What follows belongs to an exercise in optimizing a design on an open flow for small area and a short achievable clock period; a production flow would make more cautious choices.
In this exercise RTL edits were held to simulation tests only and were not proved equivalent to the original.
Power figures rest on the tool's default switching activity, not on a simulated workload.

## v6
==> flow/design.v (excerpt) <==
module wdc_acq_top (
  input  logic                                  lclk,
  input  logic                                  lclk_rst,
  input  logic [2*12-1:0]  i_adc_samp,
  input  logic [2*16-1:0]             i_trig_conf,
  input  logic                                  i_rd_en,
  input  logic                                  i_ltc_set,
  input  logic [48-1:0]                 i_ltc_val,
  output logic                                  o_rd_valid,
  output logic [48+3:0]                 o_rd_word,
  output logic [2-1:0]                o_overflow
);
Size: ~2,300 flip-flops, ~160 I/O pins, roughly 66,000 um^2 of cells after synthesis.
==> module wvb_fifo, before the edit <==
module wvb_fifo #(
  parameter int W  = 12,
  parameter int HW = 48 + 1
) (
  input  logic                    lclk,
  input  logic                    i_wr,
  input  logic [W-1:0]            i_din,
  input  logic                    i_hwe,
  input  logic [HW-1:0]           i_hdr,
  input  logic                    i_sel,
  input  logic [(4 + 12)-1:0] i_psel,
  output logic [W-1:0]            o_samp,
  output logic [HW-1:0]           o_hdr,
  output logic [3:0]              o_ph
);
  localparam int N = (4 + 12);
  logic [N*W-1:0] ring;
  logic [HW-1:0]  hdr;
  always_ff @(posedge lclk) begin
    ring <= {ring[(N-1)*W-1:0], i_wr ? i_din : ring[N*W-1 -: W]};
  end
  always_ff @(posedge lclk) begin
    if (i_hwe) begin
      hdr <= i_hdr;
    end
  end
  always_ff @(posedge lclk) begin
    if (i_hwe) begin
      o_ph <= 4'd1;
    end else begin
      o_ph <= o_ph + 1'b1;
    end
  end
  always_comb begin
    o_samp = '0;
    for (int j = 0; j < N; j++) begin
      o_samp = o_samp | ({W{i_psel[j]}} & ring[j*W +: W]);
    end
    o_samp = o_samp & {W{i_sel}};
  end
  assign o_hdr = hdr & {HW{i_sel}};
endmodule
==> module wvf_capture, before the edit <==
module wvf_capture (
  input  logic                    lclk,
  input  logic                    lclk_rst,
  input  wdc_pkg::sample_t        i_samp,
  input  wdc_pkg::trig_conf_t     i_conf,
  input  logic                    i_other_trig,
  input  wdc_pkg::ltc_t           i_ltc,
  input  logic [3:0]              i_hdr_free,
  input  logic [3:0]              i_samp_free,
  input  logic [3:0]              i_sel,
  input  logic [(4 + 12)-1:0] i_psel,
  output logic                    o_trig,
  output logic                    o_hdr_empty,
  output logic [48:0]     o_hdr,
  output logic [3:0][3:0]         o_ph,
  output wdc_pkg::sample_t        o_samp,
  output logic                    o_overflow
);
  localparam int HW = 48 + 1;
  wdc_pkg::trig_word_t tw;
  wdc_pkg::sample_t d0, d1, d2, d3;
  logic busy;
  logic [3:0] cnt;
  logic [3:0] hdr_occ;
  logic [3:0] samp_occ;
  logic [3:0] ws;
  logic [3:0] hdr_occ_n;
  logic [3:0] samp_occ_n;
  logic hdr_any;
  logic start_req;
  logic room;
  logic start;
  logic [12-1:0] samp_s [4];
  logic [HW-1:0] hdr_s [4];
  thresh_trigger u_trig (
    .lclk     (lclk),
    .lclk_rst (lclk_rst),
    .i_samp   (i_samp),
    .i_conf   (i_conf),
    .o_word   (tw)
  );
  assign o_trig = tw.trig;
  always_ff @(posedge lclk) begin
    d0 <= tw.samp;
    d1 <= d0;
    d2 <= d1;
    d3 <= d2;
  end
  assign start_req = !busy && (tw.trig || (i_other_trig && i_conf.link_en));
  assign start = start_req && room;
  always_comb begin
    for (int s = 0; s < 4; s++) begin
      hdr_occ_n[s]  = (start && ws[s]) || (hdr_occ[s] && !i_hdr_free[s]);
      samp_occ_n[s] = (start && ws[s]) || (samp_occ[s] && !i_samp_free[s]);
    end
  end
  always_ff @(posedge lclk) begin
    if (lclk_rst) begin
      busy       <= 1'b0;
      o_overflow <= 1'b0;
      hdr_occ    <= '0;
      samp_occ   <= '0;
      room       <= 1'b1;
      hdr_any    <= 1'b0;
      ws         <= 4'b0001;
    end else begin
      if (start) begin
        busy <= 1'b1;
      end else if (busy && cnt == 4'd15) begin
        busy <= 1'b0;
        ws   <= {ws[2:0], ws[3]};
      end
      if (start_req && !room) begin
        o_overflow <= 1'b1;
      end
      hdr_occ  <= hdr_occ_n;
      samp_occ <= samp_occ_n;
      room     <= !(&hdr_occ_n) && !(&samp_occ_n);
      hdr_any  <= |hdr_occ_n;
    end
  end
  always_ff @(posedge lclk) begin
    if (start) begin
      cnt <= 4'd1;
    end else begin
      cnt <= cnt + 1'b1;
    end
  end
  for (genvar s = 0; s < 4; s++) begin : g_slot
    wvb_fifo u_slot (
      .lclk   (lclk),
      .i_wr   ((busy || room) && ws[s]),
      .i_din  (d3),
      .i_hwe  (!busy && room && ws[s]),
      .i_hdr  ({!tw.trig, i_ltc}),
      .i_sel  (i_sel[s]),
      .i_psel (i_psel),
      .o_samp (samp_s[s]),
      .o_hdr  (hdr_s[s]),
      .o_ph   (o_ph[s])
    );
  end
  assign o_samp = samp_s[0] | samp_s[1] | samp_s[2] | samp_s[3];
  assign o_hdr  = hdr_s[0] | hdr_s[1] | hdr_s[2] | hdr_s[3];
  assign o_hdr_empty = !hdr_any;
endmodule
==> module wvb_readout, before the edit <==
module wvb_readout (
  input  logic                    lclk,
  input  logic                    lclk_rst,
  input  logic                    i_rd_en,
  input  logic [1:0]              i_hdr_empty,
  input  logic [7:0][3:0]         i_ph,
  input  logic [48:0]     i_hdr,
  input  logic [1:0][12-1:0] i_samp,
  output logic [7:0]              o_hdr_free,
  output logic [7:0]              o_samp_free,
  output logic [7:0]              o_sel,
  output logic [(4 + 12)-1:0] o_psel,
  output logic                    o_rd_valid,
  output logic [48+3:0]   o_rd_word
);
  logic busy;
  logic [4:0] cnt;
  logic cur;
  logic last;
  logic pick;
  logic found;
  logic [3:0] rs [2];
  logic [3:0] ph;
  logic [3:0] ph_q;
  logic ev_link;
  logic [1:0][12-1:0] samp_q;
  always_comb begin
    found = 1'b1;
    if (!i_hdr_empty[!last]) begin
      pick = !last;
    end else begin
      pick  = last;
      found = !i_hdr_empty[last];
    end
  end
  always_comb begin
    ph = '0;
    for (int s = 0; s < 4; s++) begin
      ph = ph | (i_ph[pick*4 + s] & {4{rs[pick][s]}});
    end
  end
  assign o_sel = cur ? {rs[1], 4'b0} : {4'b0, rs[0]};
  assign o_hdr_free  = o_sel & {8{busy && cnt == 5'd0}};
  assign o_samp_free = o_sel & {8{busy && cnt == 5'd16}};
  always_ff @(posedge lclk) begin
    if (lclk_rst) begin
      busy       <= 1'b0;
      cur        <= 1'b0;
      last       <= 1'b1;
      rs[0]      <= 4'b0001;
      rs[1]      <= 4'b0001;
      o_rd_valid <= 1'b0;
    end else begin
      o_rd_valid <= busy;
      if (!busy) begin
        if (i_rd_en && found) begin
          busy     <= 1'b1;
          cur      <= pick;
          last     <= pick;
        end
      end else if (cnt == 5'd16) begin
        busy    <= 1'b0;
        rs[cur] <= {rs[cur][2:0], rs[cur][3]};
      end
    end
  end
  always_ff @(posedge lclk) begin
    if (!busy) begin
      cnt  <= '0;
      ph_q <= ph;
    end else begin
      cnt <= cnt + 1'b1;
    end
  end
  always_ff @(posedge lclk) begin
    o_psel <= (4 + 12)'(1) << (busy ? ph_q : ph);
  end
  always_ff @(posedge lclk) begin
    samp_q <= i_samp;
    o_rd_word[48+3] <= (cnt == '0);
    o_rd_word[48+2] <= (cnt == 5'd16);
    o_rd_word[48+1] <= cur;
    if (cnt == '0) begin
      ev_link <= i_hdr[48];
      o_rd_word[48:0] <= i_hdr;
    end else begin
      o_rd_word[48:0] <= {ev_link, {(48 - 12){1'b0}}, samp_q[0] | samp_q[1]};
    end
  end
endmodule
make LEC_CHECK=0 CAP_MARGIN=20 CORE_MARGIN=2 CORE_UTILIZATION=70 CTS_BUF_LIST=sky130_fd_sc_hd__clkbuf_16 CTS_CLUSTER_DIAMETER=100 CTS_CLUSTER_SIZE=25 SETUP_SLACK_MARGIN=2.0 SLEW_MARGIN=20 finish   # period 4.0 ns
run.sh (not shown) runs the stock make flow with config.mk's settings and CLKGATE_MAP_FILE= SYNTH_SCRIPT=/design/flow/synth_recipe.tcl, a recipe that flattens the netlist after the stock synthesis.
v6 | status: complete | timing, DRC, antenna: pass
#### Input delta (v7 over v6)
--- a/flow/design.v
+++ b/flow/design.v
@@ -57,5 +57,5 @@
       o_ph <= 4'd1;
     end else begin
-      o_ph <= o_ph + 1'b1;
+      o_ph <= {o_ph[2:0], o_ph[3] ^ o_ph[2] ^ (o_ph[2:0] == 3'd0)};
     end
   end
@@ -135,4 +135,9 @@
   logic [3:0] samp_occ_n;
   logic hdr_any;
+  logic busy_n;
+  logic room_n;
+  logic [3:0] ws_n;
+  logic [3:0] wr_q;
+  logic [3:0] hwe_q;
   logic start_req;
   logic room;
@@ -161,4 +166,13 @@
       samp_occ_n[s] = (start && ws[s]) || (samp_occ[s] && !i_samp_free[s]);
     end
+    busy_n = busy;
+    ws_n   = ws;
+    if (start) begin
+      busy_n = 1'b1;
+    end else if (busy && cnt == 4'd15) begin
+      busy_n = 1'b0;
+      ws_n   = {ws[2:0], ws[3]};
+    end
+    room_n = !(&hdr_occ_n) && !(&samp_occ_n);
   end
   always_ff @(posedge lclk) begin
@@ -171,11 +185,11 @@
       hdr_any    <= 1'b0;
       ws         <= 4'b0001;
+      wr_q       <= 4'b0001;
+      hwe_q      <= 4'b0001;
     end else begin
-      if (start) begin
-        busy <= 1'b1;
-      end else if (busy && cnt == 4'd15) begin
-        busy <= 1'b0;
-        ws   <= {ws[2:0], ws[3]};
-      end
+      busy  <= busy_n;
+      ws    <= ws_n;
+      wr_q  <= ws_n & {4{busy_n || room_n}};
+      hwe_q <= ws_n & {4{!busy_n && room_n}};
       if (start_req && !room) begin
         o_overflow <= 1'b1;
@@ -183,5 +197,5 @@
       hdr_occ  <= hdr_occ_n;
       samp_occ <= samp_occ_n;
-      room     <= !(&hdr_occ_n) && !(&samp_occ_n);
+      room     <= room_n;
       hdr_any  <= |hdr_occ_n;
     end
@@ -197,7 +211,7 @@
     wvb_fifo u_slot (
       .lclk   (lclk),
-      .i_wr   ((busy || room) && ws[s]),
+      .i_wr   (wr_q[s]),
       .i_din  (d3),
-      .i_hwe  (!busy && room && ws[s]),
+      .i_hwe  (hwe_q[s]),
       .i_hdr  ({!tw.trig, i_ltc}),
       .i_sel  (i_sel[s]),
@@ -288,5 +302,22 @@
   end
   always_ff @(posedge lclk) begin
-    o_psel <= (4 + 12)'(1) << (busy ? ph_q : ph);
+    case (busy ? ph_q : ph)
+      4'd0:    o_psel <= 16'h0001;
+      4'd1:    o_psel <= 16'h0002;
+      4'd2:    o_psel <= 16'h0004;
+      4'd4:    o_psel <= 16'h0008;
+      4'd9:    o_psel <= 16'h0010;
+      4'd3:    o_psel <= 16'h0020;
+      4'd6:    o_psel <= 16'h0040;
+      4'd13:   o_psel <= 16'h0080;
+      4'd10:   o_psel <= 16'h0100;
+      4'd5:    o_psel <= 16'h0200;
+      4'd11:   o_psel <= 16'h0400;
+      4'd7:    o_psel <= 16'h0800;
+      4'd15:   o_psel <= 16'h1000;
+      4'd14:   o_psel <= 16'h2000;
+      4'd12:   o_psel <= 16'h4000;
+      default: o_psel <= 16'h8000;
+    endcase
   end
   always_ff @(posedge lclk) begin
v6 -> v7: antenna violation net count after detailed routing flat. In the flow results for v7 and v6, the global-route usage is smaller on v7. On portion of total power attributed to combinational logic: v7 sits below v6. The worst path buffer plus inverter count in v7 was lower than what v6 gave. flop to output port as the type of the worst setup path was reported by v6, and flop to flop by v7. Portion of netlist area occupied by mux cells delta (v6 -> v7): insignificant. Summary: with v6 as the reference, filler cell count in the final layout in v7 moved up slightly. [compare] base=v6 new=v7: post-route minimum period down 49 ps, first-pass GRT wire length down 9400 um.

[port drivers added, routing unchanged]
Ports are ideal in the flow. The routed layouts listed here were re-timed in OpenROAD.
Step 1 (the two cells are an assumption about what drives the block):
set clk [get_ports {lclk}]
set_driving_cell -lib_cell sky130_fd_sc_hd__clkbuf_16 $clk
set_driving_cell -lib_cell sky130_fd_sc_hd__buf_2 [delete_from_list [all_inputs] $clk]
Step 2 also shifts input and output timing later by t, the mid clock arrival at the registers, as if the neighbouring blocks saw the same clock.
Slacks: ideal ports / drivers / drivers and shift; pairs: ideal ports / drivers.
| run | t (ns) | slack for setup (ns) | worst hold slack (ns) | worst setup path at the end | cell pins on the clock port's net |
|---|---|---|---|---|---|
| v6 | 0.787 | 1.895 / 1.818 / 1.261 | 0.292 / 0.239 / 0.330 | input to register | 1 |
| v7 | 0.774 | 1.945 / 1.912 / 1.317 | 0.255 / 0.204 / 0.315 | input to register | 1 |
After both steps every run listed still meets setup and hold. The setup slack of v6, which loses most, moves by -0.077 ns with the drivers and by -0.634 ns with both steps.
